From an optimization exercise on the open Yosys and OpenROAD flow, aimed at small area, a short achievable clock period and few clock cycles per item; shortcuts taken in it are not production practice.
Function was checked by simulation only, so behaviour that the tests miss may differ from the original.
No activity file was given, so power comes from the tool's default toggle rates.

==> inputs of run Y <==
==> flow/design.v (excerpt) <==
module bresenham_line_rasterizer #(
   parameter int COORD_BITS  = brl_pkg::COORD_BITS_DEFAULT,
   parameter int QUEUE_DEPTH = brl_pkg::QUEUE_DEPTH_DEFAULT
) (
   input  logic                                           clock,
   input  logic                                           reset,
   input  logic                                           req_tvalid,
   output logic                                           req_tready,
   input  logic [brl_pkg::req_data_bits(COORD_BITS)-1:0]  req_tdata,
   input  logic                                           req_tuser,
   output logic                                           rsp_tvalid,
   input  logic                                           rsp_tready,
   output logic [brl_pkg::rsp_data_bits(COORD_BITS)-1:0]  rsp_tdata,
   output logic                                           rsp_tlast,
   input  logic                                           csr_psel,
   input  logic                                           csr_penable,
   input  logic                                           csr_pwrite,
   input  logic [brl_pkg::CFG_ADDR_BITS-1:0]              csr_paddr,
   input  logic [brl_pkg::CFG_DATA_BITS-1:0]              csr_pwdata,
   output logic [brl_pkg::CFG_DATA_BITS-1:0]              csr_prdata,
   output logic                                           csr_pready
);
==> flow/config.mk <==
export PLATFORM = sky130hd
export DESIGN_NAME = bresenham_line_rasterizer
export DESIGN_NICKNAME = bresenham_line_rasterizer
export VERILOG_FILES = /design/flow/design.v
export SDC_FILE = /design/flow/constraint.sdc
export NUM_CORES = 4
export LEC_CHECK = 0
export CAP_MARGIN = 20
export CORE_MARGIN = 2
export CORE_UTILIZATION = 55
export SETUP_SLACK_MARGIN = 3.6
export SLEW_MARGIN = 20
export TNS_END_PERCENT = 0
==> flow/constraint.sdc <==
create_clock -name core_clock -period 7.5 [get_ports {clock}]
set_input_delay 1.5000 -clock core_clock [delete_from_list [all_inputs] [get_ports {clock}]]
set_output_delay 1.5000 -clock core_clock [all_outputs]
set_load 0.01 [all_outputs]
standard.sh (not shown) runs the stock make flow with config.mk's settings and CLKGATE_MAP_FILE= SYNTH_SCRIPT=/design/flow/synth_recipe.tcl, a recipe that flattens the netlist after the stock synthesis.
==> flow/flow/run.sh <==
#!/bin/bash
# Layout flow: the standard flow (standard.sh, unchanged synthesis and
# layout steps), with the port buffers made from the small buffer
# sky130_fd_sc_hd__buf_1 instead of the flow's default delay buffer; the
# resizer still upsizes any port buffer that timing needs.
set -e
cp standard.sh standard_sh_copy.log
export BUFFER_PORTS_ARGS="-buffer_cell sky130_fd_sc_hd__buf_1"
bash standard.sh > standard.log 2>&1
==> run R (differences from run Y) <==
--- a/flow/design.v
+++ b/flow/design.v
@@ -51,15 +51,14 @@
    output logic [COORD_BITS-1:0]                          xs, ys, xe, ye,
    output logic [COORD_BITS-1:0]                          adx, ady,
    output logic                                           xn, yn,
    output logic [brl_pkg::COLOR_BITS-1:0]                 color,
    input  logic [COORD_BITS-1:0]                          r_xs, r_ys, r_xe, r_ye,
    input  logic [COORD_BITS-1:0]                          r_adx, r_ady,
    input  logic                                           r_xn, r_yn,
-   output logic [COORD_BITS-1:0]                          adx_full, ady_full,
    output logic                                           steep,
    output logic                                           swap,
    output logic                                           minor_down,
    output logic [COORD_BITS-1:0]                          px0,
    output logic [COORD_BITS-1:0]                          py0,
    output logic [COORD_BITS-1:0]                          dmaj,
    output logic [COORD_BITS-1:0]                          dmin,
@@ -75,28 +74,26 @@
    assign color = {req_tdata[4*C+CB-1:4*C], req_tdata[4*C+2*CB-1:4*C+CB],
                    req_tdata[4*C+3*CB-1:4*C+2*CB]};
    always_comb begin
       dx  = {1'b0, xe} - {1'b0, xs};
       dy  = {1'b0, ye} - {1'b0, ys};
       xn  = dx[C];
       yn  = dy[C];
-      adx = dx[C-1:0] ^ {C{xn}};
-      ady = dy[C-1:0] ^ {C{yn}};
+      adx = (dx[C-1:0] ^ {C{xn}}) + C'(xn);
+      ady = (dy[C-1:0] ^ {C{yn}}) + C'(yn);
    end
    always_comb begin
-      adx_full = r_adx + C'(r_xn);
-      ady_full = r_ady + C'(r_yn);
-      diff  = {1'b0, r_ady} + ~{1'b0, r_adx} + (C+1)'(r_yn) + (C+1)'(!r_xn);
+      diff  = {1'b0, r_ady} - {1'b0, r_adx};
       steep = !diff[C];
       swap  = steep ? r_yn : r_xn;
       px0   = swap ? r_xe : r_xs;
       py0   = swap ? r_ye : r_ys;
       minor_down = r_xn ^ r_yn;
-      dmaj  = steep ? ady_full : adx_full;
-      dmin  = steep ? adx_full : ady_full;
+      dmaj  = steep ? r_ady : r_adx;
+      dmin  = steep ? r_adx : r_ady;
       dq    = steep ? ~diff : diff;
    end
 endmodule
 module brl_mac (
    input  logic [14:0] a,
    input  logic [14:0] x,
    input  logic [12:0] y,
@@ -494,27 +491,25 @@
    localparam int C  = COORD_BITS;
    localparam int AB = brl_pkg::ADDR_BITS;
    localparam int WB = brl_pkg::WORD_BITS;
    localparam int HB = brl_pkg::HALF_BITS;
    localparam int CB = brl_pkg::CHAN_BITS;
    localparam int RSP_BITS = brl_pkg::rsp_data_bits(COORD_BITS);
    logic active_ff;      
-   logic last_ff;        
    logic out_valid_ff;   
    logic setup1_ff;      
    logic setup2_ff;      
    logic setup3_ff;      
    logic                           steep_ff, down_ff;
    logic [C-1:0]                   px_ff, py_ff, rem_ff, dmin_ff;
    logic [C:0]                     dq_ff, g_ff;
    logic [brl_pkg::COLOR_BITS-1:0] color_ff;
    logic [AB-1:0]                  addr_ff;
    logic [AB-1:0]                  mac1_ff;
    logic [C-1:0]                   f_xs, f_ys, f_xe, f_ye, f_adx, f_ady;
-   logic [C-1:0]                   f_adx_full, f_ady_full;
    logic                           f_xn, f_yn, f_steep, f_swap, f_down;
    logic [C-1:0]                   f_px, f_py, f_dmaj, f_dmin;
    logic [C:0]                     f_dq;
    logic [brl_pkg::COLOR_BITS-1:0] f_color;
    brl_front #(
       .COORD_BITS (COORD_BITS)
    ) u_front (
@@ -532,16 +527,14 @@
       .r_ys       (py_ff),
       .r_xe       (rem_ff),
       .r_ye       (dmin_ff),
       .r_adx      (dq_ff[C-1:0]),
       .r_ady      (g_ff[C-1:0]),
       .r_xn       (steep_ff),
       .r_yn       (down_ff),
-      .adx_full   (f_adx_full),
-      .ady_full   (f_ady_full),
       .steep      (f_steep),
       .swap       (f_swap),
       .minor_down (f_down),
       .px0        (f_px),
       .py0        (f_py),
       .dmaj       (f_dmaj),
       .dmin       (f_dmin),
@@ -560,15 +553,15 @@
    logic [HB-1:0]   word565;
    logic [WB-1:0]   word;
    assign deliver    = out_valid_ff && rsp_tready;
    assign req_tready = !setup1_ff && !setup2_ff && (!out_valid_ff || rsp_tready);
    assign accept     = req_tvalid && req_tready;
    assign load       = accept && brl_pkg::item_kind_type'(req_tuser) == brl_pkg::KIND_LOAD;
    assign step       = accept && brl_pkg::item_kind_type'(req_tuser) == brl_pkg::KIND_STEP;
-   assign open_now   = deliver ? !last_ff : active_ff;
+   assign open_now   = deliver ? rem_ff != C'(1) : active_ff;
    assign cond       = !g_ff[C] && !setup2_ff;
    always_comb begin
       ys_sum = (C+1)'(py_ff) + (C+1)'(cfg.y_offset);
       ye_sum = (C+1)'(dmin_ff) + (C+1)'(cfg.y_offset);
       y_sum  = (ye_sum & {(C+1){f_swap}}) | (ys_sum & {(C+1){!f_swap}});
       case (cfg.pixel_mode)
          brl_pkg::MODE_RGB565: begin
@@ -636,15 +629,15 @@
          setup3_ff <= setup2_ff && !load;
          if (load) begin
             active_ff    <= 1'b0;
             out_valid_ff <= 1'b0;
          end else if (setup1_ff) begin
             active_ff    <= f_dmaj != '0;
          end else begin
-            if (deliver) active_ff <= !last_ff;
+            if (deliver) active_ff <= rem_ff != C'(1);
             if (step) out_valid_ff <= open_now;
             else if (deliver) out_valid_ff <= 1'b0;
          end
       end
    end
    always_ff @(posedge clock) begin
       if (load) begin
@@ -653,17 +646,15 @@
          rem_ff   <= f_xe;
          dmin_ff  <= f_ye;
          dq_ff    <= {1'b0, f_adx};
          g_ff     <= {1'b0, f_ady};
          steep_ff <= f_xn;
          down_ff  <= f_yn;
          color_ff <= f_color;
-         last_ff  <= 1'b0;
       end else if (setup1_ff) begin
-         last_ff  <= f_steep ? f_ady_full == C'(1) : f_adx_full == C'(1);
          steep_ff <= f_steep;
          down_ff  <= f_down;
          px_ff    <= f_px;
          py_ff    <= f_py;
          rem_ff   <= f_dmaj;
          dmin_ff  <= f_dmin;
          dq_ff    <= f_dq;
@@ -675,15 +666,14 @@
       end else if (setup3_ff) begin
          addr_ff  <= addr_step;
       end else if (deliver) begin
          px_ff    <= px_ff + px_delta;
          py_ff    <= py_ff + py_delta;
          g_ff     <= g_next;
          rem_ff   <= rem_ff - C'(1);
-         last_ff  <= rem_ff == C'(2);
          addr_ff  <= addr_step;
       end
    end
    always_comb begin
       red   = color_ff[3*CB-1:2*CB];
       green = color_ff[2*CB-1:CB];
       blue  = color_ff[CB-1:0];
@@ -691,15 +681,15 @@
                 (HB'(green) << brl_pkg::GREEN_SHIFT_565) | HB'(blue);
       case (cfg.pixel_mode)
          brl_pkg::MODE_RGB565: word = WB'(word565);
          default:              word = WB'(color_ff);
       endcase
    end
    assign rsp_tvalid = out_valid_ff;
-   assign rsp_tlast  = last_ff;
+   assign rsp_tlast  = rem_ff == C'(1);
    assign rsp_tdata  = RSP_BITS'({word, addr_ff, py_ff, px_ff});
 endmodule
 module bresenham_line_rasterizer #(
    parameter int COORD_BITS  = brl_pkg::COORD_BITS_DEFAULT,
    parameter int QUEUE_DEPTH = brl_pkg::QUEUE_DEPTH_DEFAULT
 ) (
    input  logic                                           clock,
@@ -721,16 +711,14 @@
    output logic                                           csr_pready
 );
    localparam int DB = brl_pkg::CFG_DATA_BITS;
    brl_pkg::cfg_type       cfg_ff, cfg_in;
    brl_pkg::reg_index_type csr_index;
    logic                   csr_write;
    logic [brl_pkg::STRIDE_BITS+1:0] stride3_ff;
-   localparam int RB = brl_pkg::STRIDE_BITS;
-   logic [RB-1:0]          prdata_ff, prdata_in;
    assign csr_pready = 1'b1;
    assign csr_index  = brl_pkg::reg_index_type'(csr_paddr[brl_pkg::CFG_ADDR_BITS-1:2]);
    assign csr_write  = csr_psel && csr_penable && csr_pwrite && csr_pready;
    always_comb begin
       cfg_in = cfg_ff;
       if (csr_write) begin
          case (csr_index)
@@ -744,31 +732,23 @@
                cfg_in.pixel_mode = brl_pkg::pixel_mode_type'(csr_pwdata[0]);
             default: cfg_in = cfg_ff;
          endcase
       end
    end
    always_comb begin
       case (csr_index)
-         brl_pkg::REG_X_OFFSET:    prdata_in = RB'(cfg_ff.x_offset);
-         brl_pkg::REG_Y_OFFSET:    prdata_in = RB'(cfg_ff.y_offset);
-         brl_pkg::REG_LINE_STRIDE: prdata_in = RB'(cfg_ff.line_stride);
-         brl_pkg::REG_PIXEL_MODE:  prdata_in = RB'(cfg_ff.pixel_mode);
-         default:                  prdata_in = '0;
+         brl_pkg::REG_X_OFFSET:    csr_prdata = DB'(cfg_ff.x_offset);
+         brl_pkg::REG_Y_OFFSET:    csr_prdata = DB'(cfg_ff.y_offset);
+         brl_pkg::REG_LINE_STRIDE: csr_prdata = DB'(cfg_ff.line_stride);
+         brl_pkg::REG_PIXEL_MODE:  csr_prdata = DB'(cfg_ff.pixel_mode);
+         default:                  csr_prdata = '0;
       endcase
    end
    always_ff @(posedge clock) begin
       if (reset) begin
-         prdata_ff <= '0;
-      end else begin
-         prdata_ff <= prdata_in;
-      end
-   end
-   assign csr_prdata = DB'(prdata_ff);
-   always_ff @(posedge clock) begin
-      if (reset) begin
          cfg_ff     <= '0;
          stride3_ff <= '0;
       end else begin
          cfg_ff     <= cfg_in;
          stride3_ff <= (brl_pkg::STRIDE_BITS+2)'(cfg_ff.line_stride) +
                        (brl_pkg::STRIDE_BITS+2)'({cfg_ff.line_stride, 1'b0});
       end
==> run M (differences from run Y) <==
--- a/flow/design.v
+++ b/flow/design.v
@@ -51,15 +51,14 @@
    output logic [COORD_BITS-1:0]                          xs, ys, xe, ye,
    output logic [COORD_BITS-1:0]                          adx, ady,
    output logic                                           xn, yn,
    output logic [brl_pkg::COLOR_BITS-1:0]                 color,
    input  logic [COORD_BITS-1:0]                          r_xs, r_ys, r_xe, r_ye,
    input  logic [COORD_BITS-1:0]                          r_adx, r_ady,
    input  logic                                           r_xn, r_yn,
-   output logic [COORD_BITS-1:0]                          adx_full, ady_full,
    output logic                                           steep,
    output logic                                           swap,
    output logic                                           minor_down,
    output logic [COORD_BITS-1:0]                          px0,
    output logic [COORD_BITS-1:0]                          py0,
    output logic [COORD_BITS-1:0]                          dmaj,
    output logic [COORD_BITS-1:0]                          dmin,
@@ -75,28 +74,26 @@
    assign color = {req_tdata[4*C+CB-1:4*C], req_tdata[4*C+2*CB-1:4*C+CB],
                    req_tdata[4*C+3*CB-1:4*C+2*CB]};
    always_comb begin
       dx  = {1'b0, xe} - {1'b0, xs};
       dy  = {1'b0, ye} - {1'b0, ys};
       xn  = dx[C];
       yn  = dy[C];
-      adx = dx[C-1:0] ^ {C{xn}};
-      ady = dy[C-1:0] ^ {C{yn}};
+      adx = (dx[C-1:0] ^ {C{xn}}) + C'(xn);
+      ady = (dy[C-1:0] ^ {C{yn}}) + C'(yn);
    end
    always_comb begin
-      adx_full = r_adx + C'(r_xn);
-      ady_full = r_ady + C'(r_yn);
-      diff  = {1'b0, r_ady} + ~{1'b0, r_adx} + (C+1)'(r_yn) + (C+1)'(!r_xn);
+      diff  = {1'b0, r_ady} - {1'b0, r_adx};
       steep = !diff[C];
       swap  = steep ? r_yn : r_xn;
       px0   = swap ? r_xe : r_xs;
       py0   = swap ? r_ye : r_ys;
       minor_down = r_xn ^ r_yn;
-      dmaj  = steep ? ady_full : adx_full;
-      dmin  = steep ? adx_full : ady_full;
+      dmaj  = steep ? r_ady : r_adx;
+      dmin  = steep ? r_adx : r_ady;
       dq    = steep ? ~diff : diff;
    end
 endmodule
 module brl_mac (
    input  logic [14:0] a,
    input  logic [14:0] x,
    input  logic [12:0] y,
@@ -494,27 +491,25 @@
    localparam int C  = COORD_BITS;
    localparam int AB = brl_pkg::ADDR_BITS;
    localparam int WB = brl_pkg::WORD_BITS;
    localparam int HB = brl_pkg::HALF_BITS;
    localparam int CB = brl_pkg::CHAN_BITS;
    localparam int RSP_BITS = brl_pkg::rsp_data_bits(COORD_BITS);
    logic active_ff;      
-   logic last_ff;        
    logic out_valid_ff;   
    logic setup1_ff;      
    logic setup2_ff;      
    logic setup3_ff;      
    logic                           steep_ff, down_ff;
    logic [C-1:0]                   px_ff, py_ff, rem_ff, dmin_ff;
    logic [C:0]                     dq_ff, g_ff;
    logic [brl_pkg::COLOR_BITS-1:0] color_ff;
    logic [AB-1:0]                  addr_ff;
    logic [AB-1:0]                  mac1_ff;
    logic [C-1:0]                   f_xs, f_ys, f_xe, f_ye, f_adx, f_ady;
-   logic [C-1:0]                   f_adx_full, f_ady_full;
    logic                           f_xn, f_yn, f_steep, f_swap, f_down;
    logic [C-1:0]                   f_px, f_py, f_dmaj, f_dmin;
    logic [C:0]                     f_dq;
    logic [brl_pkg::COLOR_BITS-1:0] f_color;
    brl_front #(
       .COORD_BITS (COORD_BITS)
    ) u_front (
@@ -532,43 +527,39 @@
       .r_ys       (py_ff),
       .r_xe       (rem_ff),
       .r_ye       (dmin_ff),
       .r_adx      (dq_ff[C-1:0]),
       .r_ady      (g_ff[C-1:0]),
       .r_xn       (steep_ff),
       .r_yn       (down_ff),
-      .adx_full   (f_adx_full),
-      .ady_full   (f_ady_full),
       .steep      (f_steep),
       .swap       (f_swap),
       .minor_down (f_down),
       .px0        (f_px),
       .py0        (f_py),
       .dmaj       (f_dmaj),
       .dmin       (f_dmin),
       .dq         (f_dq)
    );
-   logic            deliver, accept, load, step, open_now, cond;
-   logic [C:0]      g_op, g_keep, g_move, g_next, y_sum, ys_sum, ye_sum;
+   logic            deliver, accept, load, step, open_now, cond, g_cin;
+   logic [C:0]      g_op, g_add, g_next, y_sum, ys_sum, ye_sum;
    logic [C-1:0]    px_delta, py_delta;
    logic [AB-1:0]   x_part, mac0, mac1, bsel, csel, step_b, step_c, step_s, step_k;
    logic [AB-1:0]   addr_step;
-   logic [AB/2:0]   step_lo;
-   logic [AB/2-1:0] step_hi0, step_hi1, step_hi;
    logic [C+2:0]    x_off;
    logic [2:0]      s_pix;
    logic [CB-1:0]   red, green, blue;
    logic [HB-1:0]   word565;
    logic [WB-1:0]   word;
    assign deliver    = out_valid_ff && rsp_tready;
    assign req_tready = !setup1_ff && !setup2_ff && (!out_valid_ff || rsp_tready);
    assign accept     = req_tvalid && req_tready;
    assign load       = accept && brl_pkg::item_kind_type'(req_tuser) == brl_pkg::KIND_LOAD;
    assign step       = accept && brl_pkg::item_kind_type'(req_tuser) == brl_pkg::KIND_STEP;
-   assign open_now   = deliver ? !last_ff : active_ff;
+   assign open_now   = deliver ? rem_ff != C'(1) : active_ff;
    assign cond       = !g_ff[C] && !setup2_ff;
    always_comb begin
       ys_sum = (C+1)'(py_ff) + (C+1)'(cfg.y_offset);
       ye_sum = (C+1)'(dmin_ff) + (C+1)'(cfg.y_offset);
       y_sum  = (ye_sum & {(C+1){f_swap}}) | (ys_sum & {(C+1){!f_swap}});
       case (cfg.pixel_mode)
          brl_pkg::MODE_RGB565: begin
@@ -577,17 +568,17 @@
          end
          default: begin
             x_part = AB'(f_px) << brl_pkg::SHIFT_BGRX32;
             x_off  = (C+3)'(cfg.x_offset) << brl_pkg::SHIFT_BGRX32;
          end
       endcase
       g_op   = setup2_ff ? ~{2'b00, rem_ff[C-1:1]} : g_ff;
-      g_keep = g_op + {1'b0, dmin_ff};
-      g_move = g_ff + dq_ff + (C+1)'(steep_ff);
-      g_next = (g_move & {(C+1){cond}}) | (g_keep & {(C+1){!cond}});
+      g_add  = cond ? dq_ff : {1'b0, dmin_ff};
+      g_cin  = cond && steep_ff;
+      g_next = g_op + g_add + (C+1)'(g_cin);
       s_pix = cfg.pixel_mode ? 3'd2 : 3'd4;
       if (steep_ff) begin
          bsel = AB'(cfg.line_stride);
          csel = !cond ? '0 : down_ff ? -(AB'(s_pix)) : AB'(s_pix);
       end else begin
          bsel = !cond ? '0 : down_ff ? ~(AB'(cfg.line_stride)) : AB'(cfg.line_stride);
          csel = AB'(s_pix) + AB'(cond && down_ff);
@@ -609,20 +600,15 @@
       .s1 (mac1)
    );
    always_comb begin
       step_b    = setup3_ff ? mac1_ff : bsel;
       step_c    = setup3_ff ? '0 : csel;
       step_s    = addr_ff ^ step_b ^ step_c;
       step_k    = ((addr_ff & step_b) | (addr_ff & step_c) | (step_b & step_c)) << 1;
-      step_lo   = {1'b0, step_s[AB/2-1:0]} + {1'b0, step_k[AB/2-1:0]};
-      step_hi0  = step_s[AB-1:AB/2] + step_k[AB-1:AB/2];
-      step_hi1  = step_s[AB-1:AB/2] + step_k[AB-1:AB/2] + (AB/2)'(1);
-      step_hi   = (step_hi1 & {(AB/2){step_lo[AB/2]}}) |
-                  (step_hi0 & {(AB/2){!step_lo[AB/2]}});
-      addr_step = {step_hi, step_lo[AB/2-1:0]};
+      addr_step = step_s + step_k;
    end
    always_ff @(posedge clock) begin
       mac1_ff <= mac1;
    end
    always_ff @(posedge clock) begin
       if (reset) begin
          active_ff    <= 1'b0;
@@ -636,15 +622,15 @@
          setup3_ff <= setup2_ff && !load;
          if (load) begin
             active_ff    <= 1'b0;
             out_valid_ff <= 1'b0;
          end else if (setup1_ff) begin
             active_ff    <= f_dmaj != '0;
          end else begin
-            if (deliver) active_ff <= !last_ff;
+            if (deliver) active_ff <= rem_ff != C'(1);
             if (step) out_valid_ff <= open_now;
             else if (deliver) out_valid_ff <= 1'b0;
          end
       end
    end
    always_ff @(posedge clock) begin
       if (load) begin
@@ -653,17 +639,15 @@
          rem_ff   <= f_xe;
          dmin_ff  <= f_ye;
          dq_ff    <= {1'b0, f_adx};
          g_ff     <= {1'b0, f_ady};
          steep_ff <= f_xn;
          down_ff  <= f_yn;
          color_ff <= f_color;
-         last_ff  <= 1'b0;
       end else if (setup1_ff) begin
-         last_ff  <= f_steep ? f_ady_full == C'(1) : f_adx_full == C'(1);
          steep_ff <= f_steep;
          down_ff  <= f_down;
          px_ff    <= f_px;
          py_ff    <= f_py;
          rem_ff   <= f_dmaj;
          dmin_ff  <= f_dmin;
          dq_ff    <= f_dq;
@@ -675,15 +659,14 @@
       end else if (setup3_ff) begin
          addr_ff  <= addr_step;
       end else if (deliver) begin
          px_ff    <= px_ff + px_delta;
          py_ff    <= py_ff + py_delta;
          g_ff     <= g_next;
          rem_ff   <= rem_ff - C'(1);
-         last_ff  <= rem_ff == C'(2);
          addr_ff  <= addr_step;
       end
    end
    always_comb begin
       red   = color_ff[3*CB-1:2*CB];
       green = color_ff[2*CB-1:CB];
       blue  = color_ff[CB-1:0];
@@ -691,15 +674,15 @@
                 (HB'(green) << brl_pkg::GREEN_SHIFT_565) | HB'(blue);
       case (cfg.pixel_mode)
          brl_pkg::MODE_RGB565: word = WB'(word565);
          default:              word = WB'(color_ff);
       endcase
    end
    assign rsp_tvalid = out_valid_ff;
-   assign rsp_tlast  = last_ff;
+   assign rsp_tlast  = rem_ff == C'(1);
    assign rsp_tdata  = RSP_BITS'({word, addr_ff, py_ff, px_ff});
 endmodule
 module bresenham_line_rasterizer #(
    parameter int COORD_BITS  = brl_pkg::COORD_BITS_DEFAULT,
    parameter int QUEUE_DEPTH = brl_pkg::QUEUE_DEPTH_DEFAULT
 ) (
    input  logic                                           clock,
@@ -721,16 +704,14 @@
    output logic                                           csr_pready
 );
    localparam int DB = brl_pkg::CFG_DATA_BITS;
    brl_pkg::cfg_type       cfg_ff, cfg_in;
    brl_pkg::reg_index_type csr_index;
    logic                   csr_write;
    logic [brl_pkg::STRIDE_BITS+1:0] stride3_ff;
-   localparam int RB = brl_pkg::STRIDE_BITS;
-   logic [RB-1:0]          prdata_ff, prdata_in;
    assign csr_pready = 1'b1;
    assign csr_index  = brl_pkg::reg_index_type'(csr_paddr[brl_pkg::CFG_ADDR_BITS-1:2]);
    assign csr_write  = csr_psel && csr_penable && csr_pwrite && csr_pready;
    always_comb begin
       cfg_in = cfg_ff;
       if (csr_write) begin
          case (csr_index)
@@ -744,31 +725,23 @@
                cfg_in.pixel_mode = brl_pkg::pixel_mode_type'(csr_pwdata[0]);
             default: cfg_in = cfg_ff;
          endcase
       end
    end
    always_comb begin
       case (csr_index)
-         brl_pkg::REG_X_OFFSET:    prdata_in = RB'(cfg_ff.x_offset);
-         brl_pkg::REG_Y_OFFSET:    prdata_in = RB'(cfg_ff.y_offset);
-         brl_pkg::REG_LINE_STRIDE: prdata_in = RB'(cfg_ff.line_stride);
-         brl_pkg::REG_PIXEL_MODE:  prdata_in = RB'(cfg_ff.pixel_mode);
-         default:                  prdata_in = '0;
+         brl_pkg::REG_X_OFFSET:    csr_prdata = DB'(cfg_ff.x_offset);
+         brl_pkg::REG_Y_OFFSET:    csr_prdata = DB'(cfg_ff.y_offset);
+         brl_pkg::REG_LINE_STRIDE: csr_prdata = DB'(cfg_ff.line_stride);
+         brl_pkg::REG_PIXEL_MODE:  csr_prdata = DB'(cfg_ff.pixel_mode);
+         default:                  csr_prdata = '0;
       endcase
    end
    always_ff @(posedge clock) begin
       if (reset) begin
-         prdata_ff <= '0;
-      end else begin
-         prdata_ff <= prdata_in;
-      end
-   end
-   assign csr_prdata = DB'(prdata_ff);
-   always_ff @(posedge clock) begin
-      if (reset) begin
          cfg_ff     <= '0;
          stride3_ff <= '0;
       end else begin
          cfg_ff     <= cfg_in;
          stride3_ff <= (brl_pkg::STRIDE_BITS+2)'(cfg_ff.line_stride) +
                        (brl_pkg::STRIDE_BITS+2)'({cfg_ff.line_stride, 1'b0});
       end
==> flow/run.sh (new file) <==
#!/bin/bash
# synth_recipe.tcl (not shown) runs the flow's synth.tcl, then flattens the netlist and writes it again
# the make line also repeats each setting of config.mk as NAME=value (left out here)
make -C /OpenROAD-flow-scripts/flow DESIGN_CONFIG=/design/flow/config.mk WORK_HOME=/design/flow/orfs CLKGATE_MAP_FILE= SYNTH_SCRIPT=/design/flow/synth_recipe.tcl finish
==> flow/config.mk (replaced) <==
export PLATFORM = sky130hd
export DESIGN_NAME = bresenham_line_rasterizer
export DESIGN_NICKNAME = bresenham_line_rasterizer
export VERILOG_FILES = /design/flow/design.v
export SDC_FILE = /design/flow/constraint.sdc
export NUM_CORES = 4
export LEC_CHECK = 0
export CAP_MARGIN = 20
export CORE_MARGIN = 2
export CORE_UTILIZATION = 40
export SETUP_SLACK_MARGIN = 4.0
export SLEW_MARGIN = 20
removed: flow/flow/run.sh
removed: flow/standard.sh
==> qor summary <==
item                                                                                                  run Y                    run M                    run R
Combinational group power                                                                           7.44 mW                  7.42 mW                  5.85 mW
Power share of the combinational group                                                                0.673                    0.679                    0.631
Antenna Cells                                                                                             1                        0                        0
Count of mapped cells out of synthesis                                                                 2840                     2687                     2762
Proportion of netlist area held by the largest area contributor                                       0.157                    0.167                    0.164
Area used by multi-input combinational logic                                                    17500 sq um              18000 sq um              16800 sq um
Net count, final                                                                                       3421                     3457                     3337
Area enclosed by the die boundary                                                               46800 sq um              60300 sq um              45100 sq um
Layout Utilization                                                                                    0.622                    0.545                    0.623
Critical path start-end classification                                                           reg -> reg               reg -> reg                in -> reg
Number of synthesized register bits                                                                     241                      224                      224
Sum of met3 wire segment lengths after detailed routing                                             4.48 mm                  5.91 mm                  4.09 mm
Number of standard cells in the layout, taps in and fillers out                                        3595                     3833                     3518
Initial antenna violation count                                                                           0                        0                        1
Met2 track demand over resource in global routing                                                     0.566                    0.471                    0.580
Share of total power consumed by net switching                                                        0.467                    0.439                    0.465
Setup crit start kind                                                                             flip-flop                flip-flop               input port
Wire length reported by the detailed router                                                         79.7 mm                  85.4 mm                  76.8 mm
Placer congestion estimate                                                                            0.904                    0.898                    0.925
Post-synthesis share of cell area spent on xor and xnor gates                                        0.0764                   0.0743                   0.0799
Max Used Layer                                                                                         met4                     met4                     met5
Number of distinct library cell variants in the gate-level netlist after synthesis                       85                       87                       81
Worst setup slack after placement                                                                   2.00 ns                  1.99 ns                  1.61 ns
Share of cell area taken by multi-input logic gates                                                   0.634                    0.573                    0.628
Run status                                                                          complete, no violations  complete, no violations  complete, no violations
Testbench counts of run Y, summed over its fixed seeds: cycles 25,957, pixels 21,307.
Testbench counts of run R, summed over its fixed seeds: cycles 25,957, pixels 21,307.
Testbench counts of run M, summed over its fixed seeds: cycles 25,957, pixels 21,307.

[port drivers added, routing unchanged]
Ports are ideal in the flow. The routed layouts listed here were re-timed in OpenROAD.
Step 1 (the two cells are an assumption about what drives the block):
set clk [get_ports {clock}]
set_driving_cell -lib_cell sky130_fd_sc_hd__clkbuf_16 $clk
set_driving_cell -lib_cell sky130_fd_sc_hd__buf_2 [delete_from_list [all_inputs] $clk]
Step 2 also shifts input and output timing later by t, the mid clock arrival at the registers, as if the neighbouring blocks saw the same clock.
a / b / c = ideal ports / drivers / drivers and shift; a / b = the first two.
run	t, ns	setup WS [ns]	worst setup path at the end	worst data-port slew with drivers (ns)
run Y	0.625	3.083 / 3.083 / 2.737	input to register	0.05
run R	0.643	3.086 / 3.082 / 2.479	input to register	0.08
run M	0.647	3.264 / 3.264 / 2.854	input to register	0.08
After both steps every run listed still meets setup and hold. For run R, which loses most, drivers alone change the setup slack by -0.004 ns; drivers and shift together by -0.607 ns.
